This is an optimization exercise on Yosys and OpenROAD, whose aim is small area and a short achievable clock period, not a production implementation. Function was checked by simulation only, so behaviour that the tests miss may differ from the original. Power and IR drop assume default switching activity.

`constraint.sdc`:
```
create_clock -name core_clock -period 5.5 [get_ports {clk}]
set_input_delay 1.1000 -clock core_clock [delete_from_list [all_inputs] [get_ports {clk}]]
set_output_delay 1.1000 -clock core_clock [all_outputs]
set_load 0.01 [all_outputs]
```
`config.mk`:
```
export PLATFORM = sky130hd
export DESIGN_NAME = simple_bus_mem_slave
export DESIGN_NICKNAME = simple_bus_mem_slave
export VERILOG_FILES = /design/flow/design.v
export SDC_FILE = /design/flow/constraint.sdc
export NUM_CORES = 4
export LEC_CHECK = 0
export CAP_MARGIN = 10
export CELL_PAD_IN_SITES_DETAIL_PLACEMENT = 1
export CORE_MARGIN = 2
export CORE_UTILIZATION = 40
export CTS_CLUSTER_DIAMETER = 80
export CTS_CLUSTER_SIZE = 30
export PLACE_DENSITY = 0.45
export SETUP_SLACK_MARGIN = 3.0
export SLEW_MARGIN = 10
export SYNTH_HIERARCHICAL = 1
```
`run.sh`:
```
#!/bin/bash
# synth_recipe.tcl (not shown) runs the flow's synth.tcl, then flattens the netlist and writes it again
# the make line also repeats each setting of config.mk as NAME=value (left out here)
make -C /OpenROAD-flow-scripts/flow DESIGN_CONFIG=/design/flow/config.mk WORK_HOME=/design/flow/orfs CLKGATE_MAP_FILE= SYNTH_SCRIPT=/design/flow/synth_recipe.tcl finish
```
`design.v`:
```
package simple_bus_pkg;
  typedef enum logic [1:0] {
    MODE_READ     = 2'b00,
    MODE_WRITE    = 2'b01,
    MODE_RD_BURST = 2'b10,
    MODE_WR_BURST = 2'b11
  } bus_mode_e;
  typedef enum logic [1:0] {
    IDLE,
    GRANT,
    WAIT,
    BEAT
  } slave_state_e;
  function automatic logic is_burst(input logic [1:0] mode);
    is_burst = mode[1];
  endfunction
  function automatic logic is_write(input logic [1:0] mode);
    is_write = mode[0];
  endfunction
endpackage
module simple_bus_mem_rd3 (
  input  logic [2:0] d,
  input  logic [2:0] s,
  output logic       y_n
);
  assign y_n = !((d[0] && s[0]) || (d[1] && s[1]) || (d[2] && s[2]));
endmodule
module simple_bus_mem_nand2 (
  input  logic [1:0] a,
  output logic       y
);
  assign y = !(&a);
endmodule
module simple_bus_mem_nor2 (
  input  logic [1:0] a,
  output logic       y
);
  assign y = !(|a);
endmodule
module simple_bus_mem_oai21 (
  input  logic a1,
  input  logic a2,
  input  logic b1,
  output logic y
);
  assign y = !((a1 || a2) && b1);
endmodule
module simple_bus_mem_wmux (
  input  logic sel_n,
  input  logic d_n,
  input  logic hold,
  output logic y
);
  logic nh;
  simple_bus_mem_nand2 u_n (.a({sel_n, hold}), .y(nh));
  simple_bus_mem_oai21 u_o (.a1(sel_n), .a2(d_n), .b1(nh), .y(y));
endmodule
module simple_bus_mem_array #(
  parameter int N = 192
) (
  input  logic [N-1:0] d,
  input  logic [N-1:0] sel,
  output logic         y_n
);
  localparam int N1 = N / 3;    
  localparam int N2 = N1 / 2;   
  localparam int N3 = N2 / 2;   
  localparam int N4 = N3 / 2;   
  localparam int N5 = N4 / 2;   
  localparam int N6 = N5 / 2;   
  logic [N1-1:0] l1_n;
  logic [N2-1:0] l2;
  logic [N3-1:0] l3_n;
  logic [N4-1:0] l4;
  logic [N5-1:0] l5_n;
  logic [N6-1:0] l6;
  for (genvar i = 0; i < N1; i++) begin : g_l1
    simple_bus_mem_rd3 u (.d(d[3*i +: 3]), .s(sel[3*i +: 3]), .y_n(l1_n[i]));
  end
  for (genvar i = 0; i < N2; i++) begin : g_l2
    simple_bus_mem_nand2 u (.a(l1_n[2*i +: 2]), .y(l2[i]));
  end
  for (genvar i = 0; i < N3; i++) begin : g_l3
    simple_bus_mem_nor2 u (.a(l2[2*i +: 2]), .y(l3_n[i]));
  end
  for (genvar i = 0; i < N4; i++) begin : g_l4
    simple_bus_mem_nand2 u (.a(l3_n[2*i +: 2]), .y(l4[i]));
  end
  for (genvar i = 0; i < N5; i++) begin : g_l5
    simple_bus_mem_nor2 u (.a(l4[2*i +: 2]), .y(l5_n[i]));
  end
  for (genvar i = 0; i < N6; i++) begin : g_l6
    simple_bus_mem_nand2 u (.a(l5_n[2*i +: 2]), .y(l6[i]));
  end
  simple_bus_mem_nor2 u_l7 (.a(l6), .y(y_n));
endmodule
module simple_bus_mem_slave #(
  parameter int AW          = 8,
  parameter int DW          = 16,
  parameter int DEPTH       = 192,
  parameter int WAIT_STATES = 1,
  parameter int BURST_LEN   = 4
) (
  input  logic          clk,
  input  logic          rst,
  input  logic          req,
  input  logic          start,
  input  logic [1:0]    mode,
  input  logic [AW-1:0] addr,
  input  logic [DW-1:0] wdata,
  output logic          gnt,
  output logic [DW-1:0] rdata,
  output logic          rdy,
  output logic          err
);
  localparam int RINGS = DEPTH / 3;
  localparam int NS    = 3 * RINGS;
  logic [1:0]    st_q, st_d;
  logic          gnt_q, rdy_q, err_q;
  logic          wait_d;
  logic          in_grant, in_wait, in_beat, last, load;
  logic          write_q;
  logic [1:0]    left_q;
  logic [AW-1:0] addr_q;
  logic          oor_q;
  logic [7:0]    rh_q, rl_q;
  logic [2:0]    rs_q;
  logic [23:0]   hs_q, nhs;
  logic [7:0]    rr_q;
  logic          boor, nrd;
  logic [7:0]    brh, brl, nrh;
  logic [2:0]    bslot, nslot;
  logic          hit_d, hit_q;
  logic          goor;
  logic [7:0]    grh, grl;
  logic [2:0]    gcls, phn, gslot;
  logic          at_top, at_end;
  logic [1:0]    ph_q;
  logic [NS-1:0][DW-1:0] slot;
  logic [NS-1:0] rsel;
  logic [DW-1:0] mem_rdata;
  logic [DW-1:0] rd_q;
  logic          dv, de, park;
  logic          pv_q, pe_q;
  logic [AW-1:0] paddr_q;
  logic [7:0]    prh, prl;
  logic [DW-1:0] pdata_q;
  logic          tv;
  logic [7:0]    th, tl;
  logic [DW-1:0] bus_n;
  logic [RINGS-1:0] ins_n;
  function automatic logic [2:0] add3(input logic [2:0] x, input logic [2:0] y);
    add3[0] = (x[0] && y[0]) || (x[1] && y[2]) || (x[2] && y[1]);
    add3[1] = (x[0] && y[1]) || (x[1] && y[0]) || (x[2] && y[2]);
    add3[2] = (x[0] && y[2]) || (x[1] && y[1]) || (x[2] && y[0]);
  endfunction
  function automatic logic [2:0] digit3(input logic [1:0] d);
    digit3[0] = (d == 2'd0) || (d == 2'd3);
    digit3[1] = (d == 2'd1);
    digit3[2] = (d == 2'd2);
  endfunction
  function automatic logic [2:0] addr_class(input logic [7:0] a);
    addr_class = add3(add3(digit3(a[7:6]), digit3(a[5:4])),
                      add3(digit3(a[3:2]), digit3(a[1:0])));
  endfunction
  localparam logic [1:0] S_IDLE = 2'd0, S_GRANT = 2'd1, S_WAIT = 2'd2, S_BEAT = 2'd3;
  assign in_grant = (st_q == S_GRANT);
  assign in_wait  = (st_q == S_WAIT);
  assign in_beat  = (st_q == S_BEAT);
  assign last     = (left_q == 2'd0);
  always_comb begin
    st_d = st_q;
    unique case (st_q)
      S_IDLE:  if (req) st_d = S_GRANT;
      S_GRANT: if (start) st_d = S_WAIT; else if (!req) st_d = S_IDLE;
      S_WAIT:  st_d = S_BEAT;
      S_BEAT:  st_d = !last ? S_WAIT : req ? S_GRANT : S_IDLE;
      default: st_d = S_IDLE;
    endcase
  end
  assign wait_d = (st_d == S_WAIT);
  always_ff @(posedge clk or posedge rst) begin
    if (rst) begin
      st_q   <= S_IDLE;
      gnt_q  <= 1'b0;
      rdy_q  <= 1'b0;
      err_q  <= 1'b0;
    end else begin
      st_q   <= st_d;
      gnt_q  <= (st_d != S_IDLE);
      rdy_q  <= in_wait;
      err_q  <= in_wait && oor_q;
    end
  end
  assign load = wait_d;
  assign goor = (addr[7:6] == 2'b11);
  assign gcls = addr_class(addr);
  for (genvar i = 0; i < 8; i++) begin : g_gdec
    assign grh[i] = !goor && (addr[5:3] == 3'(i));
    assign grl[i] = !goor && (addr[2:0] == 3'(i));
  end
  assign phn[0] = (ph_q == 2'd2);
  assign phn[1] = (ph_q == 2'd0) || (ph_q == 2'd3);
  assign phn[2] = (ph_q == 2'd1);
  assign gslot = add3(gcls, phn);
  assign hit_d = !mode[0] && pv_q && !pe_q && (paddr_q == addr);
  assign at_top = (addr_q == 8'd191);
  assign at_end = (addr_q == 8'd255);
  always_comb begin
    if (at_end) begin
      boor = 1'b0;
      brh  = 8'd1;
      brl  = 8'd1;
      bslot = {rs_q[0], rs_q[2:1]};
    end else if (at_top) begin
      boor = 1'b1;
      brh  = '0;
      brl  = '0;
      bslot = rs_q;
    end else begin
      boor = oor_q;
      brh  = rl_q[7] ? {rh_q[6:0], rh_q[7]} : rh_q;
      brl  = {rl_q[6:0], rl_q[7]};
      bslot = rs_q;
    end
  end
  assign nrh   = in_grant ? grh : brh;
  assign nslot = in_grant ? gslot : bslot;
  assign nrd   = in_grant && hit_d;
  for (genvar h = 0; h < 8; h++) begin : g_nhs
    for (genvar s = 0; s < 3; s++) begin : g_s
      assign nhs[3*h+s] = nrh[h] && nslot[s] && !nrd;
    end
  end
  always_ff @(posedge clk) begin
    if (in_grant && start) begin
      write_q <= mode[0];
      left_q  <= mode[1] ? 2'd3 : 2'd0;
    end else if (in_beat) begin
      left_q  <= left_q - 2'd1;
    end
    if (load) begin
      addr_q <= in_grant ? addr : addr_q + AW'(1);
      oor_q  <= in_grant ? goor : boor;
      rh_q   <= nrh;
      rl_q   <= in_grant ? grl : brl;
      rs_q   <= nslot;
    end
  end
  always_ff @(posedge clk) begin
    hs_q  <= load ? nhs : '0;
    rr_q  <= load ? (in_grant ? grl : brl) : '0;
    hit_q <= load && nrd;
  end
  always_ff @(posedge clk) ph_q <= (ph_q == 2'd2) ? 2'd0 : ph_q + 2'd1;
  for (genvar r = 0; r < RINGS; r++) begin : g_ring
    logic [DW-1:0] nxt;
    for (genvar b = 0; b < DW; b++) begin : g_b
      simple_bus_mem_wmux u_w (.sel_n(ins_n[r]), .d_n(bus_n[b]), .hold(slot[3*r+2][b]), .y(nxt[b]));
    end
    always_ff @(posedge clk) begin
      slot[3*r]   <= nxt;
      slot[3*r+1] <= slot[3*r];
      slot[3*r+2] <= slot[3*r+1];
    end
  end
  for (genvar r = 0; r < RINGS; r++) begin : g_rsel
    for (genvar s = 0; s < 3; s++) begin : g_s
      assign rsel[3*r+s] = hs_q[3*(r/8)+s] && rr_q[r%8];
    end
  end
  for (genvar b = 0; b < DW; b++) begin : g_rd
    logic [NS-1:0] col;
    for (genvar i = 0; i < NS; i++) begin : g_col
      assign col[i] = slot[i][b];
    end
    logic       ring_n, byp_n;
    simple_bus_mem_array #(.N(NS)) u_rd (.d(col), .sel(rsel), .y_n(ring_n));
    simple_bus_mem_nand2 u_byp (.a({hit_q, pdata_q[b]}), .y(byp_n));
    simple_bus_mem_nand2 u_out (.a({ring_n, byp_n}), .y(mem_rdata[b]));
  end
  always_ff @(posedge clk) rd_q <= mem_rdata;
  assign dv   = in_beat && write_q && !oor_q;
  assign de   = dv && rs_q[1];
  assign park = dv && !de;
  always_ff @(posedge clk) begin
    if (park) begin
      pv_q    <= 1'b1;
      pe_q    <= rs_q[0];
      paddr_q <= addr_q;
      pdata_q <= wdata;
    end else begin
      pv_q    <= pv_q && !pe_q;
      pe_q    <= pv_q && !pe_q;
    end
  end
  assign tv    = pe_q || de;
  for (genvar i = 0; i < 8; i++) begin : g_pdec
    assign prh[i] = (paddr_q[5:3] == 3'(i));
    assign prl[i] = (paddr_q[2:0] == 3'(i));
  end
  assign th    = pe_q ? prh : rh_q;
  assign tl    = pe_q ? prl : rl_q;
  assign bus_n = ~(pe_q ? pdata_q : wdata);
  for (genvar r = 0; r < RINGS; r++) begin : g_ins
    assign ins_n[r] = !(tv && th[r/8] && tl[r%8]);
  end
  assign gnt   = gnt_q;
  assign rdy   = rdy_q;
  assign err   = err_q;
  assign rdata = rd_q;
endmodule
```
==> impl_metrics.tcl <==
set metrics [dict create \
    cellLeakagePower_uw 0.0427 \
    dpl.hpwl_mm 191 \
    hold_path_class "reg -> reg" \
    drc 0 \
    synth-seq-area-share_pct 70.7 \
    fin_setup_tns_ps 0 \
    path_buf_inv 1 \
    crit_chain "buf_12 > and2_4 > a222oi_1 > nand2_1 > nor2_1 > nand2_1 > nor2_2 > nand2_1 > nor2_4 > nand2_1" \
    viasPerCell 5.78 \
    period_share_pct 47.1 \
    antenna_left 0 \
    slowest_stage "a222oi_1" \
    period_needed_ps 2590 \
    crit_path_start_kind "register" \
    antenna_found_initial 19 \
    synth_top_area_share_pct 68.7 \
    grt_max_degree 65 \
    maxCapViolCount 0 \
    ios 49 \
    finalNetCount 8359 \
    synthArstFlopShare_pct 0.157 \
    synth.most_common_cell "dfxtp_1" \
    met3_usage_pct 2.88 \
    port_buffers 48 \
    drive_gt1_share_pct 12.2 \
    ys_seq_elements 3185 \
    htreeDepth 4 \
    max_stage_delay_ps 620 \
    clkSinkCount 3185 \
    slew_viol_final 0 \
    finalSetupViolations 0 \
    grt_busiest_layer "met2" \
    first_pass_iters 14 \
    crit_required_ps 6240 \
    critPathCaptureType "register" \
    max_freq_mhz 386 \
    critPathArrivalTime_ps 3330 \
    cts-hold-fix-buffers 0 \
    routed-via-count 66115 \
    cts_buffer_depth 3 \
    rows 175 \
    die-area_mm2 0.231 \
    globalRouteTotalUtil_pct 26.8 \
    syn_nets 7936 \
    num-fill-cells 23799 \
    r2r_setup_slack_ps 2910 \
    gp_congestion 0.868 \
    synth-edff-count 55 \
    core_mm2 0.227 \
    ys_types 44 \
    crit_top_cell "nand2_1" \
    wl_per_cell_um 27.8 \
    die_w_um 481 \
    ys_top_cells_by_count "dfxtp_1, nand2_1, o21ai_1" \
    synthCells 7889 \
    max-slew-margin-rel_pct 34.4 \
    grt_setup_unrepaired "true" \
    worstSetupPathType "reg -> reg" \
    worst_pin_slew_ps 964 \
    yosys_most_used_dff "dfxtp_1" \
    syn_area_per_cell_um2 11.5 \
    routed_wl_mm 318 \
    p_per_area_mw_per_mm2 600 \
    yosys_warnings 7 \
    status "finished clean" \
    insertion_delay_ps 850 \
    final_hold_viol_count 0 \
    fin_area_mm2 0.105 \
    synth_area_leaders "dfxtp_1, a222oi_1, nand2_1" \
    synth_top_area_cell "dfxtp_1" \
    crit_fanout 16 \
    fp.dieH_um 481 \
    overflow 0 \
    initialDrtViolationCount 9587 \
    path_clk_slew_ps 110 \
    clock-root-buffer "clkbuf_16" \
    grt_pass1_wl_mm 463 \
    skew_ps 38.0 \
    area_delta_synth_final_pct 15.5 \
    cp_top_family "simple AND/OR/NAND/NOR gates" \
    vdd_ir_drop_max_uv 333 \
    start_util_pct 40.1 \
    grt_pass1_vias 67230 \
    cts_tree "done" \
    grtUsageMet1_pct 36.8 \
    grtUsageMet2_pct 43.8 \
    synth_area_mm2 0.0910 \
    placed_cell_area_mm2 0.0968 \
    numCtsBuffers 143 \
]
-- flip-flops by register name, summed over array words and instances (netlist names) --
name,cells
ph_q,2
rd_q,16
pdata_q,16
write_q,1
hs_q,24
st_q,2
rr_q,8
left_q,2
rs_q,3
paddr_q,8
slot,3072
addr_q,8
hit_q,1
pv_q,1
rh_q,8
rl_q,8
gnt_q,1
rdy_q,1
err_q,1
pe_q,1
oor_q,1
-- report_power, final --
| part | switching, uW | internal (uW) | leakage [uW] | total [uW] |
|---|---|---|---|---|
| registers | 4980 | 32300 | 0.0269 | 37300 |
| logic | 8230 | 3970 | 0.0134 | 12200 |
| clock network | 7790 | 5750 | 0.00239 | 13500 |
-- per-module statistics from Yosys (local to each module, per instance), excerpt --
module / cells / area [um^2] / times used
simple_bus_mem_slave: 3777 / 67900 / 1
simple_bus_mem_oai21: 1 / 5.00 / 1024
simple_bus_mem_rd3: 1 / 10.0 / 1024
simple_bus_mem_nand2: 1 / 3.75 / 1728
simple_bus_mem_nor2: 1 / 3.75 / 336
-- timing repair --
item                       in CTS  in global routing
cloned                          2                  2
setup endpoints to repair    1108                187
setup buffers                  84                 22
resized for setup             689                172
pin swaps                     114                134
-- logic make-up (layout without fill, tap and decap cells) --
group	after synthesis	after routing	share of synthesized area, %
other cells	0	15	0
flops	3185	3185	70.7
buf+inv	63	594	0.271
simple gates	2457	2457	10.9
xor+xnor	13	13	0.125
compound gates	2123	2123	17.5
fa+ha+maj	17	17	0.234
mux	31	31	0.342
-- placed cells by master (no fill, tap or decap), types with 26 or more instances in the layout --
cell	count
dfxtp_1	3090
nand2_1	1745
o21ai_1	1032
a222oi_1	1027
nor2_1	196
buf_4	170
clkbuf_16	155
nor2_4	107
and2_2	81
and2_4	79
buf_12	57
nor2_2	55
edfxtp_1	55
nand2_2	52
and2_1	42
buf_6	41
inv_1	26
-- per-layer routing --
metal / wire [um] / up-vias
met5: 26 / -
met4: 11700 / 4
met3: 16200 / 372
met2: 148000 / 1804
met1: 142000 / 33585
li1: - / 30350
-- cell type report --
class / instances / area [um^2] / share of cell area, %
Antenna cell: 15 / 37.5 / 0.0357
Clock buffer: 172 / 4000 / 3.81
Clock inverter: 81 / 913 / 0.869
Inverter: 31 / 135 / 0.129
Multi-Input combinational cell: 4641 / 28500 / 27.1
Sequential cell: 3185 / 64400 / 61.3
Tap cell: 3009 / 3760 / 3.58
Timing Repair Buffer: 310 / 3380 / 3.21
-- metrics by stage --
| stage | power (uW) | setup WS [ps] | hold WS (ps) | instances | util (%) |
|---|---|---|---|---|---|
| after global routing | 66100 | 2850 | 325 | 11433 | 46.3 |
| after floorplan | 40900 | 2380 | 330 | 7889 | - |
| after global placement | 46700 | 1120 | 333 | 11066 | 42.7 |
| after CTS | 62900 | 2810 | 319 | 11405 | 46.0 |
| final | 63000 | 2910 | 327 | 11444 | 46.3 |
| after detailed placement | 47500 | 1050 | 336 | 11066 | 42.7 |
-- final timing paths --
check | start | to | cells past startpoint
max | rr_q[0]$_SDFF_PN0_ | rd_q[14]$_DFF_P_ | 10
min | slot[792]$_DFF_P_ | slot[808]$_DFF_P_ | 0
max reg2reg | rr_q[0]$_SDFF_PN0_ | rd_q[14]$_DFF_P_ | 10
min reg2reg | slot[792]$_DFF_P_ | slot[808]$_DFF_P_ | 0
max in group asynchronous | rst | err_q$_DFF_PP0_ | 2
min in group asynchronous | rst | st_q[1]$_DFF_PP0_ | 2

==> what the ideal ports hide <==
The flow's constraints put no driver on any port. The routed layout listed below was extracted and timed again, unchanged, in two steps.
Step 1, drivers: a clkbuf_16 drives clk and a buf_2 each remaining input, both assumed.
Step 2 moves the port delays by t, midway between the first and last clock arrival at a register: inputs arrive t later, outputs are due t later. That takes back most of the time a late clock gives input paths.
Slacks: ideal ports / drivers / drivers and shift; pairs: ideal ports / drivers.
shift t [ns]: 0.924
slack for setup (ns): 2.908 / 2.813 / 1.888
pins driven straight from the clock port: 1
After both steps setup and hold are still met in this run. For this run, drivers alone change the setup slack by -0.095 ns; drivers and shift together by -1.020 ns.
